This is an optimization exercise on Yosys and OpenROAD, whose aim is small area, a short achievable clock period and few clock cycles per item, not a production implementation.
At most, simulation tests tie the RTL to the original design; equivalence was not proved.
Power and IR drop assume default switching activity.

Design muldiv_unit, start of the top module:
module muldiv_unit #(
  parameter int XLEN = 32
) (
  input  logic            clk_i,
  input  logic            rst_i,
  input  logic            flush_i,
  input  logic            valid_i,
  output logic            ready_o,
  input  logic [2:0]      op_i,
  input  logic [XLEN-1:0] rs1_i,
  input  logic [XLEN-1:0] rs2_i,
  input  logic [4:0]      rd_addr_i,
  output logic            valid_o,
  input  logic            ready_i,
  output logic [XLEN-1:0] result_o,
  output logic [4:0]      rd_addr_o
);
Size in the first run: ~280 flip-flops, roughly 35,000 sq um of cells after synthesis.
==> flow/config.mk <==
export PLATFORM = sky130hd
export DESIGN_NAME = muldiv_unit
export DESIGN_NICKNAME = muldiv_unit
export VERILOG_FILES = /design/flow/design.v
export SDC_FILE = /design/flow/constraint.sdc
export NUM_CORES = 4
export LEC_CHECK = 0
export CAP_MARGIN = 20
export CORE_MARGIN = 2
export CORE_UTILIZATION = 40
export SLEW_MARGIN = 20
==> flow/constraint.sdc <==
create_clock -name core_clock -period 12.0 [get_ports {clk_i}]
set_input_delay 2.4000 -clock core_clock [delete_from_list [all_inputs] [get_ports {clk_i}]]
set_output_delay 2.4000 -clock core_clock [all_outputs]
set_load 0.01 [all_outputs]
standard.sh (not shown) runs the stock make flow with config.mk's settings and CLKGATE_MAP_FILE= SYNTH_SCRIPT=/design/flow/synth_recipe.tcl, a recipe that flattens the netlist after the stock synthesis.
==> flow/flow/run.sh <==
#!/bin/bash
set -euo pipefail
export SETUP_SLACK_MARGIN=7
bash standard.sh > standard_flow.log 2>&1
Then changed:
--- a/flow/design.v
+++ b/flow/design.v
@@ -31,29 +31,26 @@
     p[4] = |x[31:16];
     y16  = p[4] ? x[31:16] : x[15:0];
     p[3] = |y16[15:8];
     y8   = p[3] ? y16[15:8] : y16[7:0];
     p[2] = |y8[7:4];
     y4   = p[2] ? y8[7:4] : y8[3:0];
     p[1] = |y4[3:2];
     y2   = p[1] ? y4[3:2] : y4[1:0];
     p[0] = y2[1];
     msb_pos = p;
   endfunction
-  function automatic logic low_word_zero(input logic [31:0] a, input logic [31:0] b);
-    logic [31:0] tzm;
-    logic [31:0] brev;
-    tzm[0] = ~a[0];
-    for (int i = 1; i < 32; i++) tzm[i] = tzm[i-1] & ~a[i];
-    for (int i = 0; i < 32; i++) brev[i] = b[31-i];
-    low_word_zero = ((brev & ~tzm) == 32'd0);
+  function automatic logic [4:0] tz_cnt(input logic [31:0] x);
+    logic [31:0] rev;
+    for (int i = 0; i < 32; i++) rev[i] = x[31-i];
+    tz_cnt = ~msb_pos(rev);
   endfunction
   logic [1:0]  fst_q;
   logic [2:0]  fop_q;
   logic [4:0]  frd_q;
   logic [31:0] fa_q;     
   logic [31:0] fb_q;     
   logic [4:0]  fpa_q, fpb_q;
   logic        fza_q, fzb_q;
   logic        fneg_q;
   logic        fcin_q;   
   logic [1:0]  est_q;
@@ -162,23 +159,23 @@
     fsrc_a = lo_q ? {add_s[31:0], x_q} : {32'd0, add_s[31:0]};
     fsh_a  = fsrc_a >> {j_q, 3'b000};
     fval_b = lo_q ? x_q : (r_q[31:0] >> {j_q, 3'b000});
     if (usecpa_q) fres = fsh_a[31:0];
     else          fres = (fval_b ^ {32{neg_q}}) + {31'd0, neg_q & cin_q};
   end
   logic [1:0]  fst_d, est_d;
   logic        vo_d;
   logic        fix_done;
   logic        eng_load;
   always_comb begin
-    fix_done = (est_q == E_F2) & ~vo_q;
+    fix_done = (est_q == E_F2) & (~vo_q | ready_i);
     eng_load = (fst_q == F_ABS) & ((est_q == E_IDLE) | fix_done);
     fst_d = fst_q;
     if (fst_q == F_RAW) fst_d = F_ABS;
     if (eng_load) fst_d = F_EMPTY;
     if (accept) fst_d = F_RAW;
     if (flush_i) fst_d = F_EMPTY;
     est_d = est_q;
     case (est_q)
       E_ITER: if (cnt_q == 5'd0) est_d = (is_mul & ~usecpa_q) ? E_F1 : E_F2;
       E_F1:   est_d = E_F2;
       E_F2:   if (fix_done) est_d = E_IDLE;
@@ -207,36 +204,36 @@
       ready_q <= (fst_d == F_EMPTY) |
                  ((fst_d == F_ABS) & ((est_d == E_IDLE) | ((est_d == E_F2) & ~vo_d)));
     end
   end
   always_ff @(posedge clk_i) begin
     if (fix_done) begin
       res_q <= fres;
       rdo_q <= rd_q;
     end
   end
   always_ff @(posedge clk_i) begin
-    if (ready_q) begin
+    if (accept) begin
       fop_q <= op_i;
       frd_q <= rd_addr_i;
       fa_q  <= rs1_i;
       fb_q  <= rs2_i;
     end else if (fst_q == F_RAW) begin
       fa_q   <= abs_a;
       fb_q   <= abs_b;
       fpa_q  <= msb_pos(abs_a);
       fpb_q  <= msb_pos(abs_b);
       fza_q  <= (fa_q == 32'd0);
       fzb_q  <= (fb_q == 32'd0);
       if (~fop_q[2] & (fop_q != 3'd0)) begin
-        fcin_q <= low_word_zero(fa_q, fb_q);
+        fcin_q <= (fa_q == 32'd0) | (fb_q == 32'd0) | ((6'(tz_cnt(fa_q)) + 6'(tz_cnt(fb_q))) >= 6'd32);
       end else begin
         fcin_q <= 1'b1;
       end
       if (~fop_q[2]) fneg_q <= na ^ nb;
       else if (fop_q[1]) fneg_q <= na;
       else fneg_q <= (na ^ nb) & (fb_q != 32'd0);
     end
   end
   always_ff @(posedge clk_i) begin
     if (eng_load) begin
       op_q  <= fop_q;
Setup slack improves by 0.13 ns.
First-iteration DRC count goes down slightly.
Core utilization goes down by 0.65 points.
Global-route usage goes down by 0.22 points.
Synthesized cell count goes down slightly.
Design area goes down by a few percent.
Non-clock buffer count goes down by 29.
Power goes down by a few percent.
Clock-buffer cell count goes down by 2.
Wire length goes down by a few percent.
Fmax goes up by a few percent.
Sequential power stays flat.
Hold slack hardly moves.
Via count goes down by a few percent.
Testbench counts after the change, summed over its fixed seeds: cycles 12,459, ops 3,200.
For the first run of this note, only the layout was checked, not whether the RTL still works.

[separate check: timing with driven ports]
In the flow no input, the clock included, has a driving cell. The finished layouts below were timed again as built, in two steps. Step 1: set_driving_cell puts a clkbuf_16 on clk_i and a buf_2 on each other input, an assumption about the parent block. Step 2 moves the port delays by t, midway between the first and last clock arrival at a register: inputs arrive t later, outputs are due t later. That takes back most of the time a late clock gives input paths. Three values: no drivers, after step 1, after step 2; two values: the first two.
run	shift t [ns]	setup slack, ns	worst setup path after step 2	clock arrival spread, ns
the first run	0.651	6.959 / 6.959 / 6.959	register to register	0.036 / 0.035
the second run	0.630	7.085 / 7.085 / 6.569	input to register	0.042 / 0.042
After both steps every run listed still meets setup and hold. The setup slack of the second run, which loses most, moves by 0.000 ns with the drivers and by -0.516 ns with both steps.
